This design comes from an exercise in tuning for small area, a short achievable clock period and few clock cycles per item on the open sky130 flow, not from production work.
Only simulation tests tie the RTL to the original design; equivalence was not proved.
No driver is modelled on the clock port, so clocking that relies on it looks cheaper here than on a real chip.

[config.mk]
export PLATFORM = sky130hd
export DESIGN_NAME = aes128_encr_round_ctrl
export DESIGN_NICKNAME = aes128_encr_round_ctrl
export VERILOG_FILES = /design/flow/design.v
export SDC_FILE = /design/flow/constraint.sdc
export NUM_CORES = 8
export LEC_CHECK = 0
export CAP_MARGIN = 20
export CORE_MARGIN = 2
export CORE_UTILIZATION = 30
export SLEW_MARGIN = 20
[constraint.sdc]
create_clock -name core_clock -period 20.0 [get_ports {clk}]
set_input_delay 4.0000 -clock core_clock [delete_from_list [all_inputs] [get_ports {clk}]]
set_output_delay 4.0000 -clock core_clock [all_outputs]
set_load 0.01 [all_outputs]
[design.v]
package aes_encr_pkg;
  localparam int NUM_ROUNDS = 10;
  function automatic logic [7:0] xtime(input logic [7:0] b);
    xtime = {b[6:0], 1'b0} ^ (b[7] ? 8'h1b : 8'h00);
  endfunction
  function automatic logic [7:0] sbox(input logic [7:0] x);
    logic U0, U1, U2, U3, U4, U5, U6, U7, T1, T2, T3, T4, T5, T6, T7, T8, T9, T10, T11, T12, T13, T14, T15, T16, T17, T18, T19, T20, T21, T22, T23, T24, T25, T26, T27, M1, M2, M3, M4, M5, M6, M7, M8, M9, M10, M11, M12, M13, M14, M15, M16, M17, M18, M19, M20, M21, M22, M23, M24, M25, M26, M27, M28, M29, M30, M31, M32, M33, M34, M35, M36, M37, M38, M39, M40, M41, M42, M43, M44, M45, M46, M47, M48, M49, M50, M51, M52, M53, M54, M55, M56, M57, M58, M59, M60, M61, M62, M63, L0, L1, L2, L3, L4, L5, L6, L7, L8, L9, L10, L11, L12, L13, L14, L15, L16, L17, L18, L19, L20, L21, L22, L23, L24, L25, L26, L27, L28, L29, S0, S1, S2, S3, S4, S5, S6, S7;
    {U0, U1, U2, U3, U4, U5, U6, U7} = x;
    T1 = U0 ^ U3;
    T2 = U0 ^ U5;
    T3 = U0 ^ U6;
    T4 = U3 ^ U5;
    T5 = U4 ^ U6;
    T6 = T1 ^ T5;
    T7 = U1 ^ U2;
    T8 = U7 ^ T6;
    T9 = U7 ^ T7;
    T10 = T6 ^ T7;
    T11 = U1 ^ U5;
    T12 = U2 ^ U5;
    T13 = T3 ^ T4;
    T14 = T6 ^ T11;
    T15 = T5 ^ T11;
    T16 = T5 ^ T12;
    T17 = T9 ^ T16;
    T18 = U3 ^ U7;
    T19 = T7 ^ T18;
    T20 = T1 ^ T19;
    T21 = U6 ^ U7;
    T22 = T7 ^ T21;
    T23 = T2 ^ T22;
    T24 = T2 ^ T10;
    T25 = T20 ^ T17;
    T26 = T3 ^ T16;
    T27 = T1 ^ T12;
    M1 = T13 & T6;
    M2 = T23 & T8;
    M3 = T14 ^ M1;
    M4 = T19 & U7;
    M5 = M4 ^ M1;
    M6 = T3 & T16;
    M7 = T22 & T9;
    M8 = T26 ^ M6;
    M9 = T20 & T17;
    M10 = M9 ^ M6;
    M11 = T1 & T15;
    M12 = T4 & T27;
    M13 = M12 ^ M11;
    M14 = T2 & T10;
    M15 = M14 ^ M11;
    M16 = M3 ^ M2;
    M17 = M5 ^ T24;
    M18 = M8 ^ M7;
    M19 = M10 ^ M15;
    M20 = M16 ^ M13;
    M21 = M17 ^ M15;
    M22 = M18 ^ M13;
    M23 = M19 ^ T25;
    M24 = M22 ^ M23;
    M25 = M22 & M20;
    M26 = M21 ^ M25;
    M27 = M20 ^ M21;
    M28 = M23 ^ M25;
    M29 = M28 & M27;
    M30 = M26 & M24;
    M31 = M20 & M23;
    M32 = M27 & M31;
    M33 = M27 ^ M25;
    M34 = M21 & M22;
    M35 = M24 & M34;
    M36 = M24 ^ M25;
    M37 = M21 ^ M29;
    M38 = M32 ^ M33;
    M39 = M23 ^ M30;
    M40 = M35 ^ M36;
    M41 = M38 ^ M40;
    M42 = M37 ^ M39;
    M43 = M37 ^ M38;
    M44 = M39 ^ M40;
    M45 = M42 ^ M41;
    M46 = M44 & T6;
    M47 = M40 & T8;
    M48 = M39 & U7;
    M49 = M43 & T16;
    M50 = M38 & T9;
    M51 = M37 & T17;
    M52 = M42 & T15;
    M53 = M45 & T27;
    M54 = M41 & T10;
    M55 = M44 & T13;
    M56 = M40 & T23;
    M57 = M39 & T19;
    M58 = M43 & T3;
    M59 = M38 & T22;
    M60 = M37 & T20;
    M61 = M42 & T1;
    M62 = M45 & T4;
    M63 = M41 & T2;
    L0 = M61 ^ M62;
    L1 = M50 ^ M56;
    L2 = M46 ^ M48;
    L3 = M47 ^ M55;
    L4 = M54 ^ M58;
    L5 = M49 ^ M61;
    L6 = M62 ^ L5;
    L7 = M46 ^ L3;
    L8 = M51 ^ M59;
    L9 = M52 ^ M53;
    L10 = M53 ^ L4;
    L11 = M60 ^ L2;
    L12 = M48 ^ M51;
    L13 = M50 ^ L0;
    L14 = M52 ^ M61;
    L15 = M55 ^ L1;
    L16 = M56 ^ L0;
    L17 = M57 ^ L1;
    L18 = M58 ^ L8;
    L19 = M63 ^ L4;
    L20 = L0 ^ L1;
    L21 = L1 ^ L7;
    L22 = L3 ^ L12;
    L23 = L18 ^ L2;
    L24 = L15 ^ L9;
    L25 = L6 ^ L10;
    L26 = L7 ^ L9;
    L27 = L8 ^ L10;
    L28 = L11 ^ L14;
    L29 = L11 ^ L17;
    S0 = L6 ^ L24;
    S1 = ~(L16 ^ L26);
    S2 = ~(L19 ^ L28);
    S3 = L6 ^ L21;
    S4 = L20 ^ L22;
    S5 = L25 ^ L29;
    S6 = ~(L13 ^ L27);
    S7 = ~(L6 ^ L23);
    sbox = {S0, S1, S2, S3, S4, S5, S6, S7};
  endfunction
  function automatic logic [7:0] rcon_of(input logic [3:0] rnd);
    rcon_of[0] = (rnd == 4'd1) | (rnd == 4'd9);
    rcon_of[1] = (rnd == 4'd2) | (rnd == 4'd9) | (rnd == 4'd10);
    rcon_of[2] = (rnd == 4'd3) | (rnd == 4'd10);
    rcon_of[3] = (rnd == 4'd4) | (rnd == 4'd9);
    rcon_of[4] = (rnd == 4'd5) | (rnd == 4'd9) | (rnd == 4'd10);
    rcon_of[5] = (rnd == 4'd6) | (rnd == 4'd10);
    rcon_of[6] = (rnd == 4'd7);
    rcon_of[7] = (rnd == 4'd8);
  endfunction
  function automatic logic [31:0] sub_rot_word(input logic [31:0] w);
    sub_rot_word = {sbox(w[23:16]), sbox(w[15:8]), sbox(w[7:0]), sbox(w[31:24])};
  endfunction
  function automatic logic [127:0] sub_bytes(input logic [127:0] s);
    logic [127:0] o;
    for (int i = 0; i < 16; i++) o[127-8*i -: 8] = sbox(s[127-8*i -: 8]);
    sub_bytes = o;
  endfunction
  function automatic logic [127:0] shift_rows(input logic [127:0] s);
    logic [127:0] o;
    for (int c = 0; c < 4; c++)
      for (int r = 0; r < 4; r++)
        o[127-8*(r+4*c) -: 8] = s[127-8*(r+4*((c+r)%4)) -: 8];
    shift_rows = o;
  endfunction
  function automatic logic [31:0] mix_column(input logic [31:0] v);
    logic n32, n33, n34, n35, n36, n37, n38, n39, n40, n41, n42, n43, n44, n45, n46, n47, n48, n49, n50, n51, n52, n53, n54, n55, n56, n57, n58, n59, n60, n61, n62, n63, n64, n65, n66, n67, n68, n69, n70, n71, n72, n73, n74, n75, n76, n77, n78, n79, n80, n81, n82, n83, n84, n85, n86, n87, n88, n89, n90, n91, n92, n93, n94, n95, n96, n97, n98, n99, n100, n101, n102, n103, n104, n105, n106, n107, n108, n109, n110, n111, n112, n113, n114, n115, n116, n117, n118, n119, n120, n121, n122, n123, n124, n125, n126, n127, n128, n129, n130;
    logic [31:0] o;
    n32 = v[14] ^ v[22];
    n33 = v[23] ^ v[31];
    n34 = v[5] ^ v[29];
    n35 = v[7] ^ v[15];
    n36 = v[6] ^ v[30];
    n37 = v[13] ^ v[21];
    n38 = v[16] ^ v[24];
    n39 = v[0] ^ v[8];
    n40 = v[18] ^ v[26];
    n41 = v[2] ^ v[10];
    n42 = v[9] ^ n40;
    n43 = v[4] ^ n37;
    n44 = v[25] ^ n41;
    n45 = v[20] ^ n34;
    n46 = v[24] ^ n33;
    n47 = v[8] ^ n35;
    n48 = v[9] ^ v[25];
    n49 = v[11] ^ v[27];
    n50 = v[19] ^ v[27];
    n51 = v[12] ^ n43;
    n52 = v[11] ^ n35;
    n53 = v[28] ^ n45;
    n54 = v[12] ^ v[28];
    n55 = v[15] ^ v[23];
    n56 = n41 ^ n50;
    n57 = v[3] ^ v[18];
    n58 = v[1] ^ v[16];
    n59 = n48 ^ n58;
    n60 = n50 ^ n55;
    n61 = v[28] ^ n43;
    n62 = n39 ^ n46;
    n63 = n38 ^ n55;
    n64 = v[17] ^ n47;
    n65 = n62 ^ n63;
    n66 = n58 ^ n64;
    n67 = n52 ^ n56;
    n68 = v[29] ^ n51;
    n69 = n46 ^ n59;
    n70 = v[13] ^ n53;
    n71 = v[0] ^ n63;
    n72 = n35 ^ n65;
    n73 = v[5] ^ n61;
    n74 = n38 ^ n47;
    n75 = v[6] ^ n32;
    n76 = v[22] ^ v[31];
    n77 = n34 ^ n75;
    n78 = v[29] ^ n36;
    n79 = v[21] ^ n78;
    n80 = v[14] ^ n79;
    n81 = v[21] ^ n45;
    n82 = v[12] ^ n81;
    n83 = n32 ^ n33;
    n84 = v[7] ^ n83;
    n85 = v[7] ^ n55;
    n86 = n36 ^ n85;
    n87 = v[0] ^ n66;
    n88 = n59 ^ n87;
    n89 = v[2] ^ v[17];
    n90 = n42 ^ n89;
    n91 = v[10] ^ n42;
    n92 = v[1] ^ n91;
    n93 = v[26] ^ n44;
    n94 = v[17] ^ n93;
    n95 = v[18] ^ n44;
    n96 = v[1] ^ n95;
    n97 = v[13] ^ n78;
    n98 = n77 ^ n97;
    n99 = v[30] ^ n76;
    n100 = n35 ^ n99;
    n101 = n57 ^ n60;
    n102 = v[10] ^ n101;
    n103 = n40 ^ n49;
    n104 = n33 ^ n103;
    n105 = v[3] ^ n104;
    n106 = v[22] ^ n37;
    n107 = n36 ^ n106;
    n108 = n55 ^ n76;
    n109 = n75 ^ n108;
    n110 = v[2] ^ n35;
    n111 = n104 ^ n110;
    n112 = n101 ^ n111;
    n113 = v[3] ^ v[20];
    n114 = n54 ^ n113;
    n115 = v[4] ^ v[28];
    n116 = n52 ^ n114;
    n117 = n33 ^ n115;
    n118 = n50 ^ n117;
    n119 = n49 ^ n60;
    n120 = v[12] ^ n118;
    n121 = n118 ^ n119;
    n122 = n116 ^ n121;
    n123 = v[20] ^ n115;
    n124 = n119 ^ n123;
    n125 = v[9] ^ n65;
    n126 = v[24] ^ n66;
    n127 = n125 ^ n126;
    n128 = v[15] ^ n85;
    n129 = v[25] ^ n128;
    n130 = n66 ^ n129;
    o[0] = n74;
    o[1] = n88;
    o[2] = n92;
    o[3] = n67;
    o[4] = n116;
    o[5] = n68;
    o[6] = n98;
    o[7] = n109;
    o[8] = n71;
    o[9] = n130;
    o[10] = n90;
    o[11] = n102;
    o[12] = n124;
    o[13] = n82;
    o[14] = n107;
    o[15] = n84;
    o[16] = n62;
    o[17] = n69;
    o[18] = n94;
    o[19] = n105;
    o[20] = n120;
    o[21] = n70;
    o[22] = n80;
    o[23] = n100;
    o[24] = n72;
    o[25] = n127;
    o[26] = n96;
    o[27] = n112;
    o[28] = n122;
    o[29] = n73;
    o[30] = n77;
    o[31] = n86;
    mix_column = o;
  endfunction
  function automatic logic [127:0] mix_columns(input logic [127:0] s);
    logic [127:0] o;
    logic [31:0] c32;
    for (int c = 0; c < 4; c++) begin
      c32 = mix_column({s[103-32*c -: 8], s[111-32*c -: 8], s[119-32*c -: 8], s[127-32*c -: 8]});
      o[127-32*c -: 8] = c32[7:0];
      o[119-32*c -: 8] = c32[15:8];
      o[111-32*c -: 8] = c32[23:16];
      o[103-32*c -: 8] = c32[31:24];
    end
    mix_columns = o;
  endfunction
endpackage
module aes128_key_expand_step
(
  input  logic [127:0] rk,
  input  logic [31:0]  temp,
  output logic [127:0] rk_next
);
  logic [31:0] w0, w1, w2, w3;
  logic [31:0] n0, n1, n2, n3;
  always_comb begin
    w0   = rk[127:96];
    w1   = rk[95:64];
    w2   = rk[63:32];
    w3   = rk[31:0];
    n0   = w0 ^ temp;
    n1   = w1 ^ n0;
    n2   = w2 ^ n1;
    n3   = w3 ^ n2;
    rk_next = {n0, n1, n2, n3};
  end
endmodule
module aes128_encr_round_ctrl
#(
  parameter int NUM_ROUNDS = 10,
  parameter int RCNT_W     = 4
) (
  input  logic              clk,
  input  logic              rst,
  input  logic              in_valid,
  output logic              in_ready,
  input  logic [127:0]      plaintext,
  input  logic [127:0]      key,
  output logic              out_valid,
  input  logic              out_ready,
  output logic [127:0]      ciphertext
);
  if (NUM_ROUNDS != 10) begin : g_bad_rounds
    $error("aes128_encr_round_ctrl: NUM_ROUNDS must be 10 for AES-128");
  end
  if ((1 << RCNT_W) <= NUM_ROUNDS) begin : g_bad_rcnt_w
    $error("aes128_encr_round_ctrl: RCNT_W too narrow for NUM_ROUNDS");
  end
  localparam logic [RCNT_W-1:0] LAST_RND = RCNT_W'(NUM_ROUNDS);
  logic [127:0]      st_reg, k_reg, m_reg, km_reg, out_reg;
  logic [127:0]      rk_m, m_next, out_d, k_d;
  logic [31:0]       t_reg, t_next;
  logic [RCNT_W-1:0] s_nr, m_nr;
  logic              s_vld, s_park, s_old;
  logic              m_vld, m_park, m_old, m_wait, m_cont;
  logic              ov_q, nov_q, ir_q, nir_q;   
  logic              leave, park, acc;
  logic [RCNT_W-1:0] s_nr_d;
  logic              s_vld_d, s_park_d, s_old_d, m_old_d, m_wait_d, m_cont_d, ov_d, ir_d;
  logic              leave_n, park_n;
  assign t_next = aes_encr_pkg::sub_rot_word(k_reg[31:0]);
  assign m_next = aes_encr_pkg::shift_rows(aes_encr_pkg::sub_bytes(st_reg));
  aes128_key_expand_step u_key_expand (
    .rk      (km_reg),
    .temp    (t_reg ^ {aes_encr_pkg::rcon_of(4'(m_nr)), 24'h000000}),
    .rk_next (rk_m)
  );
  assign out_d = m_park ? km_reg : (m_reg ^ rk_m);
  assign leave = m_wait & m_old & nov_q;
  assign park  = m_wait & ~leave;
  assign acc   = in_valid & ~nir_q;
  assign k_d = (m_cont | park) ? (m_cont ? rk_m : out_d) : key;
  always_comb begin
    if (m_cont) begin
      s_vld_d  = 1'b1;
      s_park_d = 1'b0;
      s_old_d  = m_old;
      s_nr_d   = m_nr + RCNT_W'(1);
    end else if (park) begin
      s_vld_d  = 1'b1;
      s_park_d = 1'b1;
      s_old_d  = m_old;
      s_nr_d   = m_nr;
    end else begin
      s_vld_d  = acc;
      s_park_d = 1'b0;
      s_old_d  = ~s_vld;
      s_nr_d   = RCNT_W'(1);
    end
    m_old_d  = s_old | leave;
    m_wait_d = s_vld & (s_park | (s_nr == LAST_RND));
    m_cont_d = s_vld & ~s_park & (s_nr != LAST_RND);
    ov_d     = leave | (~nov_q & ~out_ready);
    leave_n  = m_wait_d & m_old_d & ~ov_d;
    park_n   = m_wait_d & ~leave_n;
    ir_d     = ~m_cont_d & ~park_n & ~(s_vld_d & ~s_park_d & (s_nr_d == RCNT_W'(1)));
  end
  always_ff @(posedge clk) begin
    if (rst) begin
      s_vld  <= 1'b0;
      s_park <= 1'b0;
      s_old  <= 1'b0;
      m_vld  <= 1'b0;
      m_park <= 1'b0;
      m_old  <= 1'b0;
      m_wait <= 1'b0;
      m_cont <= 1'b0;
      ov_q   <= 1'b0;
      nov_q  <= 1'b1;
      ir_q   <= 1'b1;
      nir_q  <= 1'b0;
    end else begin
      s_vld  <= s_vld_d;
      s_park <= s_park_d;
      s_old  <= s_old_d;
      m_vld  <= s_vld;
      m_park <= s_park;
      m_old  <= m_old_d;
      m_wait <= m_wait_d;
      m_cont <= m_cont_d;
      ov_q   <= ov_d;
      nov_q  <= ~ov_d;
      ir_q   <= ir_d;
      nir_q  <= ~ir_d;
    end
  end
  always_ff @(posedge clk) begin
    s_nr <= s_nr_d;
    m_nr <= s_nr;
  end
  always_ff @(posedge clk) begin
    m_reg  <= m_next;
    km_reg <= k_reg;
    t_reg  <= t_next;
    k_reg  <= k_d;
    st_reg <= (m_cont ? aes_encr_pkg::mix_columns(m_reg) : plaintext) ^ k_d;
    if (leave) out_reg <= out_d;
  end
  assign in_ready   = ir_q;
  assign out_valid  = ov_q;
  assign ciphertext = out_reg;
endmodule
[flow/run.sh]
#!/bin/bash
# Standard ORFS layout, except:
#  - synthesis maps the logic with an area-oriented ABC script (flow/abc.script)
#    instead of ORFS's abc_speed.script; registers are mapped before ABC runs, so
#    they are the standard synthesis's;
#  - ports are buffered with buf_1 (outputs: buf_2) instead of the resizer's default choice
#    (clkdlybuf4s50_1, a delay cell);
#  - timing repair aims at the extra setup and hold margins in flow/setup_margin.txt
#    and flow/hold_margin.txt, if any;
#  - the output pins are spread evenly along the top and bottom edges
#    (flow/pins.tcl);
#  - before global placement, the flip-flops that drive output ports are placed at
#    their pins and kept there through placement (flow/pre_gpl.tcl, post_dpl.tcl);
#    after global placement, the output port buffers are moved to their pins
#    (flow/place_io_flops.tcl);
#  - before CTS, the registers that capture the S-box stage (m_reg, t_reg)
#    are taken off the clock net (flow/clock_detach.tcl), so that CTS builds its
#    tree for the other registers;
#  - after CTS, the clk port drives four root clock buffers, each driving a quarter
#    of the leaf clock buffers directly, in place of CTS's upper tree
#    (flow/clock_top.tcl); the S-box-stage registers get leaf buffers of their own,
#    fed from the roots through one clock delay cell per root: useful skew between
#    internal registers only (flow/clock_stage1.tcl).
set -euo pipefail
W=$PWD
export FLOW_ABC_SCRIPT=$W/flow/abc.script
sed 's|log_cmd abc {\*}$abc_args|log_cmd abc -script $::env(FLOW_ABC_SCRIPT) {*}[lrange $abc_args 2 end]|' \
  "$FLOW_HOME/scripts/synth.tcl" > "$W/synth_core.tcl"
grep -q FLOW_ABC_SCRIPT "$W/synth_core.tcl"
sed "s|source \$::env(SCRIPTS_DIR)/synth.tcl|source $W/synth_core.tcl|" synth_recipe.tcl > "$W/synth_abc.tcl"
grep -q synth_core.tcl "$W/synth_abc.tcl"
bash standard.sh synth SYNTH_SCRIPT="$W/synth_abc.tcl" > "$W/synth.log" 2>&1
EXTRA=(BUFFER_PORTS_ARGS="-buffer_cell sky130_fd_sc_hd__buf_1" CTS_CLUSTER_SIZE=28 CTS_CLUSTER_DIAMETER=110 CORE_UTILIZATION=60 PLACE_DENSITY=0.75 PRE_IO_PLACEMENT_TCL="$W/flow/pins.tcl" PRE_GLOBAL_PLACE_TCL="$W/flow/pre_gpl.tcl" POST_GLOBAL_PLACE_TCL="$W/flow/place_io_flops.tcl" POST_DETAIL_PLACE_TCL="$W/flow/post_dpl.tcl" PRE_CTS_TCL="$W/flow/clock_detach.tcl" POST_CTS_TCL="$W/flow/post_cts.tcl")
if [[ -s flow/setup_margin.txt ]]; then
  EXTRA+=(SETUP_SLACK_MARGIN="$(cat flow/setup_margin.txt)")
fi
if [[ -s flow/hold_margin.txt ]]; then
  EXTRA+=(HOLD_SLACK_MARGIN="$(cat flow/hold_margin.txt)")
fi
bash standard.sh finish "${EXTRA[@]}" > "$W/layout.log" 2>&1
[flow/abc.script]
&get -n; &st; &synch2; &nf -R 1000; &put
[flow/clock_detach.tcl]
# Before CTS: take the clock pins of the registers that capture the S-box stage
# (m_reg, t_reg) off the clock net, so that CTS builds its tree for the
# other registers only; clock_stage1.tcl clocks them after CTS.
proc stage1_kind {nm} {
  if {[regexp {^(m_reg|t_reg)\\?\[} $nm]} { return m }
  return ""
}
set n 0
foreach inst [[ord::get_db_block] getInsts] {
  if {[stage1_kind [$inst getName]] eq ""} { continue }
  [$inst findITerm CLK] disconnect
  incr n
}
puts "clock_detach: $n S-box-stage registers taken off the clock net for CTS"
[flow/clock_stage1.tcl]
# After CTS and clock_top.tcl: clock the registers that capture the S-box stage
# (m_reg, t_reg) through leaf clock buffers of their own (groups of at most
# 20 registers, split by position), fed from the nearest root clock buffer through
# one clock delay cell per root: useful skew between internal registers only.
proc stage1_kind {nm} {
  if {[regexp {^(m_reg|t_reg)\\?\[} $nm]} { return m }
  return ""
}
proc s1_split {insts maxg} {
  if {[llength $insts] <= $maxg} { return [list $insts] }
  set xs {}; set ys {}
  foreach i $insts { set l [$i getLocation]; lappend xs [lindex $l 0]; lappend ys [lindex $l 1] }
  set xs [lsort -integer $xs]; set ys [lsort -integer $ys]
  set dim [expr {([lindex $xs end] - [lindex $xs 0]) >= ([lindex $ys end] - [lindex $ys 0]) ? 0 : 1}]
  set sorted [lsort -command [list s1_cmp $dim] $insts]
  set h [expr {[llength $sorted] / 2}]
  return [concat [s1_split [lrange $sorted 0 [expr {$h - 1}]] $maxg] [s1_split [lrange $sorted $h end] $maxg]]
}
proc s1_cmp {dim a b} {
  return [expr {[lindex [$a getLocation] $dim] - [lindex [$b getLocation] $dim]}]
}
proc s1_centroid {insts} {
  set sx 0; set sy 0
  foreach i $insts { set l [$i getLocation]; set sx [expr {$sx + [lindex $l 0]}]; set sy [expr {$sy + [lindex $l 1]}] }
  set n [llength $insts]
  return [list [expr {int($sx / $n)}] [expr {int($sy / $n)}]]
}
set block [ord::get_db_block]
set leafm [[ord::get_db] findMaster sky130_fd_sc_hd__clkbuf_16]
set dlym(m) [[ord::get_db] findMaster sky130_fd_sc_hd__clkdlybuf4s50_2]
set dlym(k) [[ord::get_db] findMaster sky130_fd_sc_hd__clkdlybuf4s25_1]
set maxg 20
set roots {}
foreach inst [$block getInsts] { if {[string match "clkroot_*" [$inst getName]]} { lappend roots $inst } }
array unset s1
array set s1 {m {} k {}}
foreach inst [$block getInsts] {
  set k [stage1_kind [$inst getName]]
  if {$k ne ""} { lappend s1($k) $inst }
}
set nl 0
foreach kind {m k} {
  if {[llength $s1($kind)] == 0} { continue }
  array unset byroot
  foreach grp [s1_split $s1($kind) $maxg] {
    lassign [s1_centroid $grp] cx cy
    set leaf [odb::dbInst_create $block $leafm "clkbuf_s1${kind}_$nl"]
    $leaf setLocation $cx $cy
    $leaf setPlacementStatus PLACED
    set net [odb::dbNet_create $block "clknet_s1${kind}_$nl"]
    $net setSigType CLOCK
    [$leaf findITerm X] connect $net
    foreach i $grp { [$i findITerm CLK] connect $net }
    incr nl
    # nearest root
    set best ""; set bd 0
    foreach r $roots {
      set rl [$r getLocation]
      set d [expr {abs([lindex $rl 0] - $cx) + abs([lindex $rl 1] - $cy)}]
      if {$best eq "" || $d < $bd} { set best $r; set bd $d }
    }
    lappend byroot([$best getName]) $leaf
  }
  foreach rname [array names byroot] {
    set r [$block findInst $rname]
    set leaves $byroot($rname)
    lassign [s1_centroid $leaves] dx dy
    set d [odb::dbInst_create $block $dlym($kind) "clkskew_${kind}_$rname"]
    $d setLocation $dx $dy
    $d setPlacementStatus PLACED
    set dnet [odb::dbNet_create $block "clknet_skew_${kind}_$rname"]
    $dnet setSigType CLOCK
    [$d findITerm A] connect [[$r findITerm X] getNet]
    [$d findITerm X] connect $dnet
    foreach l $leaves { [$l findITerm A] connect $dnet }
    puts "clock_stage1: $rname -> [$dlym($kind) getName] -> [llength $leaves] $kind leaves"
  }
}
detailed_placement
[flow/clock_top.tcl]
# Flatten the top of the clock tree: after CTS, the clk port drives four root clock
# buffers (one per quadrant of the leaf buffers), and each root drives the leaf clock
# buffers of its quadrant directly. The tree's upper buffers are removed.
set block [ord::get_db_block]
set portnet [[$block findBTerm clk] getNet]
set rootm [[ord::get_db] findMaster sky130_fd_sc_hd__clkbuf_16]
# clock buffers reachable from the port
set leaves {}
set uppers {}
set front [list $portnet]
while {[llength $front]} {
  set next {}
  foreach net $front {
    foreach it [$net getITerms] {
      if {![$it isInputSignal] && [[$it getMTerm] getName] ne "A"} { continue }
      set inst [$it getInst]
      set m [[$inst getMaster] getName]
      if {![string match "sky130_fd_sc_hd__clkbuf_*" $m]} { continue }
      set out [[$inst findITerm X] getNet]
      if {$out eq "NULL"} { continue }
      set isleaf 0
      foreach it2 [$out getITerms] {
        if {[[[$it2 getInst] getMaster] isSequential]} { set isleaf 1 }
      }
      if {$isleaf} { lappend leaves $inst } else { lappend uppers $inst; lappend next $out }
    }
  }
  set front $next
}
puts "flat: [llength $leaves] leaf buffers, [llength $uppers] upper buffers"
# median split into quadrants
set xs {}; set ys {}
foreach l $leaves { set p [$l getLocation]; lappend xs [lindex $p 0]; lappend ys [lindex $p 1] }
set mx [lindex [lsort -integer $xs] [expr {[llength $xs] / 2}]]
set my [lindex [lsort -integer $ys] [expr {[llength $ys] / 2}]]
array unset fgroups
array set fgroups {}
foreach l $leaves {
  set p [$l getLocation]
  lappend fgroups("[expr {[lindex $p 0] >= $mx}][expr {[lindex $p 1] >= $my}]") $l
}
# detach everything from the old upper tree
foreach l $leaves { [$l findITerm A] disconnect }
set upnets {}
foreach u $uppers {
  lappend upnets [[$u findITerm X] getNet]
  odb::dbInst_destroy $u
}
foreach out $upnets {
  # CTS's dummy loads (clock buffers with no output net) on the removed nets go too
  foreach it [$out getITerms] {
    set inst [$it getInst]
    set o [$inst getFirstOutput]
    if {$o eq "NULL" || [$o getNet] eq "NULL"} { odb::dbInst_destroy $inst }
  }
  if {[llength [$out getITerms]] != 0 || [llength [$out getBTerms]] != 0} {
    error "clock_top: net [$out getName] still has loads"
  }
  odb::dbNet_destroy $out
}
set i 0
foreach q [lsort [array names fgroups]] {
  set ls $fgroups($q)
  set sx 0; set sy 0
  foreach l $ls { set p [$l getLocation]; set sx [expr {$sx + [lindex $p 0]}]; set sy [expr {$sy + [lindex $p 1]}] }
  set n [llength $ls]
  set r [odb::dbInst_create $block $rootm "clkroot_$i"]
  $r setLocation [expr {int($sx / $n)}] [expr {int($sy / $n)}]
  $r setPlacementStatus PLACED
  set net [odb::dbNet_create $block "clknet_root_$i"]
  $net setSigType CLOCK
  [$r findITerm A] connect $portnet
  [$r findITerm X] connect $net
  foreach l $ls { [$l findITerm A] connect $net }
  puts "flat: root $i drives $n leaf buffers"
  incr i
}
detailed_placement
[flow/pins.tcl]
# Before pin placement: the output pins go evenly spaced along the bottom edge
# (ciphertext[63:0], out_valid) and the top edge (ciphertext[127:64], in_ready), so
# that each output register and its buffer have room next to their pin. The tool
# places the inputs.
set block [ord::get_db_block]
set die [$block getDieArea]
set dbu [$block getDbUnitsPerMicron]
set outs_b {}; set outs_t {}
for {set i 0} {$i < 64} {incr i} { lappend outs_b "ciphertext\[$i\]" }
lappend outs_b out_valid
for {set i 64} {$i < 128} {incr i} { lappend outs_t "ciphertext\[$i\]" }
lappend outs_t in_ready
set w [expr {double([$die xMax] - [$die xMin]) / $dbu}]
foreach {pins edge} [list $outs_b bottom $outs_t top] {
  set n [llength $pins]
  set pitch [expr {($w - 20.0) / $n}]
  set y [expr {$edge eq "bottom" ? 0.0 : double([$die yMax]) / $dbu}]
  set i 0
  foreach p $pins {
    # met2 tracks: 0.23 + k * 0.46 um
    set x [expr {10.0 + ($i + 0.5) * $pitch}]
    set x [expr {0.23 + round(($x - 0.23) / 0.46) * 0.46}]
    place_pin -pin_name $p -layer met2 -location [list $x $y] -pin_size {0.14 0.485} -force_to_die_boundary
    incr i
  }
}
puts "pins: [llength $outs_b] + [llength $outs_t] output pins placed on the bottom/top edges"
[flow/place_io_flops.tcl]
# After global placement: make each output port's buffer a buf_2 and move it next to
# its pin; the flip-flop that drives it is already there (pre_gpl.tcl). Detailed
# placement then legalizes it.
set block [ord::get_db_block]
set core [$block getCoreArea]
set moved 0
foreach bterm [$block getBTerms] {
  if {[$bterm getIoType] ne "OUTPUT"} { continue }
  set net [$bterm getNet]
  if {$net eq "NULL"} { continue }
  set buf ""
  foreach it [$net getITerms] {
    if {[$it isOutputSignal]} { set buf [$it getInst] }
  }
  if {$buf eq ""} { continue }
  replace_cell [$buf getName] sky130_fd_sc_hd__buf_2
  set pb [$bterm getBBox]
  set x [expr {min(max(([$pb xMin] + [$pb xMax]) / 2, [$core xMin]), [$core xMax] - 5000)}]
  set y [expr {min(max(([$pb yMin] + [$pb yMax]) / 2, [$core yMin]), [$core yMax] - 5000)}]
  $buf setLocation $x $y
  incr moved
}
puts "place_io_flops: moved $moved output buffers to their pins"
[flow/post_cts.tcl]
# After CTS: flatten the top of the clock tree, then clock the S-box-stage registers.
set post_cts_dir [file dirname [info script]]
source $post_cts_dir/clock_top.tcl
source $post_cts_dir/clock_stage1.tcl
[flow/post_dpl.tcl]
# After detailed placement: release the output flip-flops fixed by pre_gpl.tcl.
set n 0
foreach inst [[ord::get_db_block] getInsts] {
  if {[$inst getPlacementStatus] eq "FIRM"} { $inst setPlacementStatus PLACED; incr n }
}
puts "post_dpl: released $n cells"
[flow/pre_gpl.tcl]
# Before global placement: put each flip-flop that drives an output port in one of
# the rows next to its pin (the output ports are on the top and bottom edges), at the
# free legal site nearest to the pin, and mark it FIRM so that global and detailed
# placement place the other cells around it. post_dpl.tcl releases them afterwards.
# The row at the edge itself is left to the port buffers.
set block [ord::get_db_block]
set rows [lsort -command {apply {{a b} {expr {[[$a getBBox] yMin] - [[$b getBBox] yMin]}}}} [$block getRows]]
set nrows [llength $rows]
set sitew [[[lindex $rows 0] getSite] getWidth]
# occupied intervals per row index (fixed cells: tap and end cells)
array unset ::pg_occ
foreach inst [$block getInsts] {
  if {![$inst isFixed]} { continue }
  set bb [$inst getBBox]
  set ri [expr {([$bb yMin] - [[[lindex $rows 0] getBBox] yMin]) / [[[lindex $rows 0] getSite] getHeight]}]
  lappend ::pg_occ($ri) [list [$bb xMin] [$bb xMax]]
}
proc pg_free {ri x0 w} {
  if {![info exists ::pg_occ($ri)]} { return 1 }
  foreach iv $::pg_occ($ri) {
    if {$x0 < [lindex $iv 1] && $x0 + $w > [lindex $iv 0]} { return 0 }
  }
  return 1
}
set ports {}
foreach bterm [$block getBTerms] {
  if {[$bterm getIoType] ne "OUTPUT"} { continue }
  set net [$bterm getNet]
  if {$net eq "NULL"} { continue }
  set ff ""
  foreach it [$net getITerms] {
    if {[$it isOutputSignal]} { set ff [$it getInst] }
  }
  if {$ff eq "" || ![[$ff getMaster] isSequential]} { continue }
  set pb [$bterm getBBox]
  lappend ports [list [expr {([$pb xMin] + [$pb xMax]) / 2}] [$pb yMin] $ff]
}
set placed 0
foreach p [lsort -integer -index 0 $ports] {
  lassign $p px py ff
  set w [[$ff getMaster] getWidth]
  set top [expr {$py > [[$block getDieArea] yMax] / 2}]
  set best ""
  foreach k {1 2 3 4 5 6} {
    set ri [expr {$top ? $nrows - 1 - $k : $k}]
    set row [lindex $rows $ri]
    set rb [$row getBBox]
    set x0 [expr {[$rb xMin] + (($px - $w / 2 - [$rb xMin]) / $sitew) * $sitew}]
    for {set d 0} {$d < 200} {incr d} {
      foreach x [list [expr {$x0 + $d * $sitew}] [expr {$x0 - $d * $sitew}]] {
        if {$x < [$rb xMin] || $x + $w > [$rb xMax]} { continue }
        if {[pg_free $ri $x $w]} {
          set cost [expr {abs($x + $w / 2 - $px) + $k * 2720}]
          if {$best eq "" || $cost < [lindex $best 0]} { set best [list $cost $ri $x] }
          break
        }
      }
      if {$best ne "" && [lindex $best 1] == $ri} { break }
    }
  }
  if {$best eq ""} { puts "pre_gpl: no room for [$ff getName]"; continue }
  lassign $best cost ri x
  set row [lindex $rows $ri]
  $ff setOrient [$row getOrient]
  $ff setLocation $x [[$row getBBox] yMin]
  $ff setPlacementStatus FIRM
  lappend ::pg_occ($ri) [list $x [expr {$x + $w}]]
  incr placed
}
puts "pre_gpl: $placed output flip-flops placed next to their pins"
[standard.sh]
#!/bin/bash
# synth_recipe.tcl (not shown) runs the flow's synth.tcl, then flattens the netlist and writes it again
# the make line also repeats each setting of config.mk as NAME=value (left out here)
make -C /OpenROAD-flow-scripts/flow DESIGN_CONFIG=/design/flow/config.mk WORK_HOME=/design/flow/orfs CLKGATE_MAP_FILE= SYNTH_SCRIPT=/design/flow/synth_recipe.tcl "${@:-finish}"
==> results of run 1 <==
==> stage by stage <==
step                      utilization, %  cells  hold slack (ns)
after floorplan                        -   4740           0.3096
after global placement             64.51   6116           0.3095
after detailed placement           64.73   6116           0.3121
after global routing               66.39   6180           0.3349
final                              66.43   6192           0.2765
==> logic make-up (layout without fill, tap and decap cells) <==
logic type                 Yosys count  in the layout  share of synthesized area (%)
xor gates and xnor gates          2322           2322                          45.04
and+or+nand+nor                    945            945                          8.387
DFF                                691            691                          33.38
AOI/OAI and AO/OA                  383            383                          4.632
muxes                              293            293                          6.829
buffers and inverters               62            532                         0.5140
adders and majority gates           44             44                          1.216
other                                0             13                              0
==> worst register-to-register path, cell delays in order, from the launching register on <==
cell and delay (ns):
sky130_fd_sc_hd__dfxtp_1 0.47, sky130_fd_sc_hd__clkinv_1 0.14, sky130_fd_sc_hd__ha_1 0.26, sky130_fd_sc_hd__a21oi_1 0.13
sky130_fd_sc_hd__nor2_1 0.07, sky130_fd_sc_hd__xnor2_1 0.47, sky130_fd_sc_hd__xor2_1 0.51, sky130_fd_sc_hd__xor2_1 0.61
sky130_fd_sc_hd__xor2_1 0.22, sky130_fd_sc_hd__xnor2_1 0.17, sky130_fd_sc_hd__o21ai_0 0.72, sky130_fd_sc_hd__mux2i_1 0.15
sky130_fd_sc_hd__o21ai_0 0.55, sky130_fd_sc_hd__xnor2_1 0.16
==> worst paths after layout <==
kind / endpoint / depth (start not counted)
max: ciphertext[75] / 1
min: m_reg[48]$_DFF_P_ / 4
max reg2reg: st_reg[25]$_DFF_P_ / 13
min reg2reg: m_reg[48]$_DFF_P_ / 4
==> layout make-up, clock buffers not listed <==
type                    instances  area (µm²)
repair buffers                407        1758
inverters                      62       237.7
well taps                     969        1212
plain buffers                  16       345.3
fillers                      6248       25030
clock inverters                15       220.2
diodes                         13       32.53
flip-flops and latches        691       15120
multi-input cells            3987       29940
==> synth_stat cells, types with 44 or more instances <==
cell type	n
sky130_fd_sc_hd__clkinv_1	62
sky130_fd_sc_hd__ha_1	44
sky130_fd_sc_hd__dfxtp_1	563
sky130_fd_sc_hd__nor2_1	400
sky130_fd_sc_hd__xnor2_1	1628
sky130_fd_sc_hd__edfxtp_1	128
sky130_fd_sc_hd__a21oi_1	147
sky130_fd_sc_hd__xor2_1	690
sky130_fd_sc_hd__mux2_1	127
sky130_fd_sc_hd__nand2_1	442
sky130_fd_sc_hd__mux2i_1	166
sky130_fd_sc_hd__nor2b_1	55
sky130_fd_sc_hd__o21ai_0	169
==> routing by layer <==
| layer | vias to the layer above | routed length (µm) | track usage [%] |
|---|---|---|---|
| li1 | 16140 | - | - |
| met1 | 16110 | 60690 | 48.64 |
| met2 | 1408 | 65340 | 58.50 |
| met3 | 341 | 12610 | 6.853 |
| met4 | 6 | 13410 | 27.19 |
| met5 | - | 42 | 0 |
==> layout by cell type (no fill, tap or decap), types with 2 or more instances in the layout <==
master and count:
sky130_fd_sc_hd__a211oi_1 5, sky130_fd_sc_hd__a21o_1 16, sky130_fd_sc_hd__a21oi_1 147, sky130_fd_sc_hd__a22o_1 15, sky130_fd_sc_hd__a22oi_1 3, sky130_fd_sc_hd__a31oi_1 10, sky130_fd_sc_hd__and2_0 2, sky130_fd_sc_hd__buf_1 259
sky130_fd_sc_hd__buf_2 130, sky130_fd_sc_hd__buf_4 18, sky130_fd_sc_hd__clkbuf_1 6, sky130_fd_sc_hd__clkbuf_16 38, sky130_fd_sc_hd__clkdlybuf4s50_2 4, sky130_fd_sc_hd__clkinv_1 61, sky130_fd_sc_hd__dfxtp_1 561, sky130_fd_sc_hd__dfxtp_4 2
sky130_fd_sc_hd__diode_2 13, sky130_fd_sc_hd__edfxtp_1 128, sky130_fd_sc_hd__ha_1 44, sky130_fd_sc_hd__inv_12 4, sky130_fd_sc_hd__inv_16 5, sky130_fd_sc_hd__inv_6 4, sky130_fd_sc_hd__mux2_1 127, sky130_fd_sc_hd__mux2i_1 166
sky130_fd_sc_hd__nand2_1 442, sky130_fd_sc_hd__nand2b_1 25, sky130_fd_sc_hd__nand3_1 7, sky130_fd_sc_hd__nor2_1 400, sky130_fd_sc_hd__nor2b_1 55, sky130_fd_sc_hd__nor3_1 5, sky130_fd_sc_hd__o21a_1 10, sky130_fd_sc_hd__o21ai_0 169
sky130_fd_sc_hd__o32ai_1 5, sky130_fd_sc_hd__or2_0 2, sky130_fd_sc_hd__or3_1 2, sky130_fd_sc_hd__xnor2_1 1628, sky130_fd_sc_hd__xnor3_1 4, sky130_fd_sc_hd__xor2_1 690
==> impl_metrics.sql, run 1 <==
INSERT INTO impl_metrics (metric_group, metric, value, unit) VALUES
('outcome', 'run_status', 'complete, no violations', ''),
('layout', 'area_delta_synth_final', '9.418', '%'),
('floorplanning', 'floorplan.core_area', '74570', 'µm²'),
('global_route', 'grt_first_pass_wirelength', '216600', 'µm'),
('layout', 'final_net_count', '5495', ''),
('synth', 'synth_area_leader_cell', 'sky130_fd_sc_hd__xnor2_1', ''),
('clocking', 'worst_skew_pair.late_latency', '1.06', 'ns'),
('floorplanning', 'num_io_pins', '260', ''),
('timing', 'setup_viol_count_final', '0', ''),
('setup_path', 'sort_of_element_at_the_end_of_the_critical_path', 'output pin', ''),
('timing', 'max_clock_freq', '202.7', 'MHz'),
('routing', 'drtAntennaViolNets', '0', ''),
('global_route', 'grt_use_total', '38.18', '%'),
('floorplanning', 'floorplan.die_area', '77670', 'µm²'),
('placed_design', 'numPortBuffers', '389', ''),
('global_route', 'via_count_of_the_first_global_routing_pass', '32830', ''),
('worst_hold_path', 'hold_class', 'register to register', ''),
('routing', 'dr_total_vias', '34010', ''),
('synth', 'synth.yosys.seq_area_share', '33.38', '%'),
('layout', 'drive_above_1_share', '4.031', '%'),
('worst_hold_path', 'min-delay-start', 'st_reg[16]$_DFF_P_', ''),
('timing', 'maxSlewViolCount', '0', ''),
('synth', 'netlist_top_cells_area', 'sky130_fd_sc_hd__xnor2_1 (31%), sky130_fd_sc_hd__dfxtp_1 (25%), sky130_fd_sc_hd__xor2_1 (13%), sky130_fd_sc_hd__edfxtp_1 (8.5%), sky130_fd_sc_hd__mux2i_1 (3.7%)', ''),
('synth', 'yosys_most_used_dff', 'sky130_fd_sc_hd__dfxtp_1', ''),
('setup_path', 'startpoint', 'out_reg[75]$_DFFE_PP_', ''),
('placed_design', 'hpwlAfterDp', '127000', 'µm'),
('layout', 'final_area', '49540', 'µm²'),
('timing', 'postLayoutSetupSlackWorst', '15.07', 'ns'),
('timing', 'final-hold-violation-count', '0', ''),
('floorplanning', 'die_height', '278.7', 'µm'),
('floorplanning', 'initial_utilization', '60.71', '%'),
('timing', 'fin_tns_setup', '0', 'ns'),
('timing', 'layout_min_cycle_time', '4.935', 'ns'),
('setup_path', 'regToRegSetupSlack', '15.24', 'ns'),
('synth', 'synth_enable_flop_cells', '128', ''),
('synth', 'synth.net_count', '5044', ''),
('timing', 'grt_setup_unrepaired', 'no', ''),
('synth', 'synthArstFlopShare', '0', '%'),
('setup_path', 'critPathRequiredTime', '16.00', 'ns'),
('routing', 'drtPass1Iterations', '5', ''),
('setup_path', 'critical_path.n_buffers_inverters', '1', ''),
('setup_path', 'path_class', 'register to output pin', ''),
('floorplanning', 'num_rows', '100', ''),
('setup_path', 'critPathSlowestCell', 'sky130_fd_sc_hd__edfxtp_1', ''),
('clocking', 'clk_pin_slew', '0.10', 'ns'),
('timing', 'worst-slew-pin-transition', '1.150', 'ns'),
('setup_path', 'crit_path_cell_trace', 'buf_2', ''),
('flow_run', 'cap_violations', '0', ''),
('synth', 'mappedNetlistArea', '45280', 'µm²'),
('setup_path', 'worst_setup_path_start_kind', 'register', ''),
('placed_design', 'place_area', '48270', 'µm²'),
('routing', 'detail_route.wirelength', '152100', 'µm'),
('floorplanning', 'chipWidth', '278.7', 'µm'),
('setup_path', 'launch_instance_of_the_worst_register_to_register_path', 'm_nr[0]$_DFF_P_', ''),
('synth', 'netlist_instances', '4740', ''),
('routing', 'drt_iter0_markers', '3295', ''),
('timing', 'skew', '0.7022', 'ns'),
('synth', 'syn-mean-instance-area', '9.552', 'µm²'),
('synth', 'ys_seq_elements', '691', ''),
('setup_path', 'cp_max_fo', '1', ''),
('timing', 'slew_headroom', '22.52', '%'),
('synth', 'synth_unique_cells', '33', ''),
('setup_path', 'worst_path_largest_cell_delay', '0.39', 'ns'),
('global_route', 'pin_count_of_the_biggest_net_entering_global_routing', '84', ''),
('routing', 'remaining_drc_errors', '0', ''),
('synth', 'yosys.area.top_type_share', '31.49', '%'),
('timing', 'post-route-period-util', '24.67', '%'),
('synth', 'synth_warnings', '2', ''),
('setup_path', 'worst_ep_arrival_time', '0.93', 'ns'),
('clocking', 'cts_tree', 'done', ''),
('global_route', 'grt_antenna_before_repair', '12', ''),
('routing', 'post_drt_via_cell_ratio', '5.493', ''),
('placed_design', 'place_worst_setup_slack', '14.63', 'ns'),
('global_route', 'grt_overflow_total', '0', ''),
('setup_path', 'timing.critical_path.max_delay_family', 'flip-flops', ''),
('routing', 'wl_per_cell', '24.56', 'µm');
Testbench counts, summed over its fixed seeds: cycles 3,880, items 384.
==> run 2, diff against run 1 <==
--- a/flow/run.sh
+++ b/flow/run.sh
@@ -30,7 +30,7 @@
 sed "s|source \$::env(SCRIPTS_DIR)/synth.tcl|source $W/synth_core.tcl|" synth_recipe.tcl > "$W/synth_abc.tcl"
 grep -q synth_core.tcl "$W/synth_abc.tcl"
 bash standard.sh synth SYNTH_SCRIPT="$W/synth_abc.tcl" > "$W/synth.log" 2>&1
-EXTRA=(BUFFER_PORTS_ARGS="-buffer_cell sky130_fd_sc_hd__buf_1" CTS_CLUSTER_SIZE=28 CTS_CLUSTER_DIAMETER=110 CORE_UTILIZATION=60 PLACE_DENSITY=0.75 PRE_IO_PLACEMENT_TCL="$W/flow/pins.tcl" PRE_GLOBAL_PLACE_TCL="$W/flow/pre_gpl.tcl" POST_GLOBAL_PLACE_TCL="$W/flow/place_io_flops.tcl" POST_DETAIL_PLACE_TCL="$W/flow/post_dpl.tcl" PRE_CTS_TCL="$W/flow/clock_detach.tcl" POST_CTS_TCL="$W/flow/post_cts.tcl")
+EXTRA=(BUFFER_PORTS_ARGS="-buffer_cell sky130_fd_sc_hd__buf_1" CTS_CLUSTER_SIZE=25 CTS_CLUSTER_DIAMETER=100 CORE_UTILIZATION=60 PLACE_DENSITY=0.75 PRE_IO_PLACEMENT_TCL="$W/flow/pins.tcl" PRE_GLOBAL_PLACE_TCL="$W/flow/pre_gpl.tcl" POST_GLOBAL_PLACE_TCL="$W/flow/place_io_flops.tcl" POST_DETAIL_PLACE_TCL="$W/flow/post_dpl.tcl" PRE_CTS_TCL="$W/flow/clock_detach.tcl" POST_CTS_TCL="$W/flow/post_cts.tcl")
 if [[ -s flow/setup_margin.txt ]]; then
   EXTRA+=(SETUP_SLACK_MARGIN="$(cat flow/setup_margin.txt)")
 fi
==> flow/abc.script (replaced) <==
&get -n; &st; &dc2; &nf -R 1000; &put
==> impl_metrics.sql, run 2 <==
INSERT INTO impl_metrics (metric_group, metric, value, unit) VALUES
('clocking', 'cts_tree', 'done', ''),
('synth', 'netlist_instances', '5011', ''),
('synth', 'synth_xor_xnor_area_share', '41.74', '%'),
('synth', 'synth.yosys.seq_area_share', '33.24', '%'),
('timing', 'skew', '0.6902', 'ns'),
('global_route', 'grt_first_pass_wirelength', '226700', 'µm'),
('clocking', 'clk_pin_slew', '0.11', 'ns'),
('layout', 'mostFrequentLayoutCell', 'sky130_fd_sc_hd__xnor2_1', ''),
('timing', 'maxSlewViolCount', '0', ''),
('timing', 'slew_headroom', '16.10', '%'),
('timing', 'post-route-period-util', '24.73', '%'),
('synth', 'synth_fa_ha_area_share', '1.211', '%'),
('floorplanning', 'chipWidth', '279.3', 'µm'),
('synth', 'mappedNetlistArea', '45470', 'µm²'),
('layout', 'layout.cells.most_common_list', 'sky130_fd_sc_hd__xnor2_1 (1406), sky130_fd_sc_hd__xor2_1 (761), sky130_fd_sc_hd__nand2_1 (658), sky130_fd_sc_hd__dfxtp_1 (561), sky130_fd_sc_hd__nor2_1 (361)', ''),
('synth', 'synthArstFlopShare', '0', '%'),
('routing', 'drt_iter0_markers', '3693', ''),
('synth', 'synth_warnings', '2', ''),
('synth', 'yosys_most_used_dff', 'sky130_fd_sc_hd__dfxtp_1', ''),
('synth', 'synth_area_leader_cell', 'sky130_fd_sc_hd__xnor2_1', ''),
('worst_hold_path', 'hold_class', 'register to register', ''),
('timing', 'worst-slew-pin-transition', '1.249', 'ns'),
('layout', 'num-fill-cells', '6260', ''),
('routing', 'detail_route.wirelength', '158700', 'µm'),
('timing', 'max_clock_freq', '202.2', 'MHz'),
('global_route', 'pin_count_of_the_biggest_net_entering_global_routing', '158', ''),
('global_route', 'via_count_of_the_first_global_routing_pass', '34620', ''),
('setup_path', 'critical_path.n_buffers_inverters', '1', ''),
('timing', 'setup_viol_count_final', '0', ''),
('floorplanning', 'floorplan.core_area', '74700', 'µm²'),
('clocking', 'worst_skew_pair.late_latency', '1.07', 'ns'),
('synth', 'synth_top_cells_by_count', 'sky130_fd_sc_hd__xnor2_1 (1406), sky130_fd_sc_hd__xor2_1 (761), sky130_fd_sc_hd__nand2_1 (659)', ''),
('synth', 'synth.most_common_cell', 'sky130_fd_sc_hd__xnor2_1', ''),
('synth', 'synth.net_count', '5315', ''),
('setup_path', 'worst_setup_path_start_kind', 'register', ''),
('layout', 'final_net_count', '5769', ''),
('synth', 'synth_unique_cells', '40', ''),
('synth', 'ys_seq_elements', '691', ''),
('outcome', 'run_status', 'complete, no violations', ''),
('timing', 'grt_setup_unrepaired', 'no', ''),
('setup_path', 'worst_ep_arrival_time', '0.95', 'ns'),
('synth', 'post_synthesis_share_of_cell_area_spent_on_and_or_nand_and_nor_gates', '11.28', '%'),
('layout', 'drive_above_1_share', '4.009', '%'),
('setup_path', 'path_class', 'register to output pin', ''),
('setup_path', 'timing.critical_path.max_delay_family', 'flip-flops', ''),
('floorplanning', 'initial_utilization', '60.88', '%'),
('synth', 'synth_top_family_by_area', 'XOR/XNOR gates', ''),
('global_route', 'grt_use_total', '39.72', '%'),
('global_route', 'grt_antenna_before_repair', '23', ''),
('routing', 'dr_total_vias', '36670', ''),
('routing', 'post_drt_via_cell_ratio', '5.663', ''),
('setup_path', 'worst_path_largest_cell_delay', '0.39', 'ns'),
('routing', 'wl_per_cell', '24.52', 'µm'),
('setup_path', 'cp_max_fo', '1', ''),
('layout', 'finish.utilization', '66.93', '%'),
('synth', 'synth_compound_gate_area_share', '9.185', '%'),
('synth', 'netlist_top_cells_area', 'sky130_fd_sc_hd__xnor2_1 (27%), sky130_fd_sc_hd__dfxtp_1 (25%), sky130_fd_sc_hd__xor2_1 (15%), sky130_fd_sc_hd__edfxtp_1 (8.5%), sky130_fd_sc_hd__nand2_1 (5.4%)', ''),
('floorplanning', 'num_io_pins', '260', ''),
('floorplanning', 'num_rows', '100', ''),
('layout', 'area_delta_synth_final', '9.947', '%'),
('synth', 'syn-mean-instance-area', '9.075', 'µm²'),
('placed_design', 'hpwlAfterDp', '130600', 'µm'),
('placed_design', 'numPortBuffers', '389', ''),
('routing', 'drtPass1Iterations', '8', ''),
('routing', 'remaining_drc_errors', '0', ''),
('global_route', 'grt_overflow_total', '0', ''),
('setup_path', 'critPathRequiredTime', '16.00', 'ns'),
('timing', 'fin_tns_setup', '0', 'ns'),
('flow_run', 'cap_violations', '0', ''),
('timing', 'final-hold-violation-count', '0', ''),
('setup_path', 'critPathSlowestCell', 'sky130_fd_sc_hd__edfxtp_1', ''),
('routing', 'drtAntennaViolNets', '0', ''),
('synth', 'yosys-mux-area-fraction', '2.072', '%'),
('setup_path', 'sort_of_element_at_the_end_of_the_critical_path', 'output pin', ''),
('timing', 'layout_min_cycle_time', '4.947', 'ns'),
('synth', 'synth_enable_flop_cells', '128', ''),
('setup_path', 'crit_path_cell_trace', 'buf_2', ''),
('synth', 'yosys.area.top_type_share', '27.08', '%'),
('floorplanning', 'die_height', '279.3', 'µm'),
('floorplanning', 'floorplan.die_area', '78010', 'µm²');
run 2: changes by cell type after synthesis, sizes merged, moves of 15 or more:
| cell | change |
|---|---|
| xnor2 | -222 |
| nand2 | +217 |
| mux2i | -118 |
| o221a | +109 |
| clkinv | +93 |
| o21ai | +93 |
| mux2 | -86 |
| xor2 | +71 |
| nor2 | -38 |
| nand2b | +37 |
| or2 | +29 |
| nand3 | +18 |
| o22ai | +17 |
| o2bb2ai | +15 |
run 2: final timing paths:
check | from | slack (ns) | cells after the start | to
worst max-delay path | out_reg[17]$_DFFE_PP_ | 15.05 | 1 | ciphertext[17]
worst min-delay path | st_reg[127]$_DFF_P_ | 0.24 | 4 | m_reg[125]$_DFF_P_
worst max register to register | t_reg[29]$_DFF_P_ | 15.24 | 10 | st_reg[29]$_DFF_P_
worst min register to register | st_reg[127]$_DFF_P_ | 0.24 | 4 | m_reg[125]$_DFF_P_
run 2: cell families after synthesis:
logic type,Yosys count
AOI/OAI and AO/OA,632
buffers and inverters,155
muxes,89
DFF,691
adders and majority gates,44
and+or+nand+nor,1233
xor gates and xnor gates,2167
run 2: layer usage:
metal	wire length, µm	vias to the layer above	global-route usage, %
met4	13300	18	27.54
met2	67610	1723	60.49
met5	139	-	1.626
li1	-	17250	-
met3	15820	393	9.391
met1	61880	17290	49.63
run 2: layout make-up, clock buffers not listed:
class	instances	area [µm²]	share of cell area, %
multi-input cells	4165	29800	59.61
flip-flops and latches	691	15120	30.25
repair buffers	405	1755	3.511
well taps	969	1212	2.425
inverters	155	581.8	1.164
plain buffers	16	345.3	0.6907
clock inverters	19	310.3	0.6207
diodes	18	45.04	0.09009
run 2: worst reg2reg max path, cell delays in order, from the launching register on:
cell                      delay [ns]
sky130_fd_sc_hd__dfxtp_1        0.42
sky130_fd_sc_hd__xor2_1         0.19
sky130_fd_sc_hd__xnor2_1        0.21
sky130_fd_sc_hd__xnor2_1        1.02
sky130_fd_sc_hd__xor2_1         0.31
sky130_fd_sc_hd__xnor2_1        0.38
sky130_fd_sc_hd__xnor2_1        0.10
sky130_fd_sc_hd__o21ai_0        0.92
sky130_fd_sc_hd__nand2_1        0.19
sky130_fd_sc_hd__nand2_1        0.15
sky130_fd_sc_hd__xnor2_1        0.12
run 2: metrics by stage:
step                instance area, µm²  hold slack [ns]  setup slack (ns)  std cells
floorplan                        45470           0.3096             7.676       5011
global placement                 48310           0.3100             14.99       6385
detailed placement               48480           0.3121             14.98       6385
global route                     49960           0.3021             15.01       6460
finish                           50000           0.2361             15.05       6475

## port drivers added, routing unchanged
The results above use ideal ports. As a check the final layouts listed here were re-extracted and re-timed, cells and wires unchanged.
Step 1: set_driving_cell puts a clkbuf_16 on clk and a buf_2 on each other input, an assumption about the parent block.
Step 2, shift: input delay + t, output delay - t, t = (earliest + latest rising clock arrival at the registers) / 2. This alone moves slack from input paths to output paths.
a / b / c = ideal ports / drivers / drivers and shift; a / b = the first two.
run	t, ns	setup slack, ns	clock arrival spread, ns	cell pins on the clock port's net
run 1	0.853	15.065 / 14.920 / 14.372	0.703 / 0.703	4
run 2	0.874	15.053 / 14.909 / 14.632	0.691 / 0.690	4
In run 1 and run 2 the clock reaches the registers at very different times; t lies between them, and the last value is a rough guide only. For run 1, which loses most, drivers alone change the setup slack by -0.145 ns; drivers and shift together by -0.693 ns.
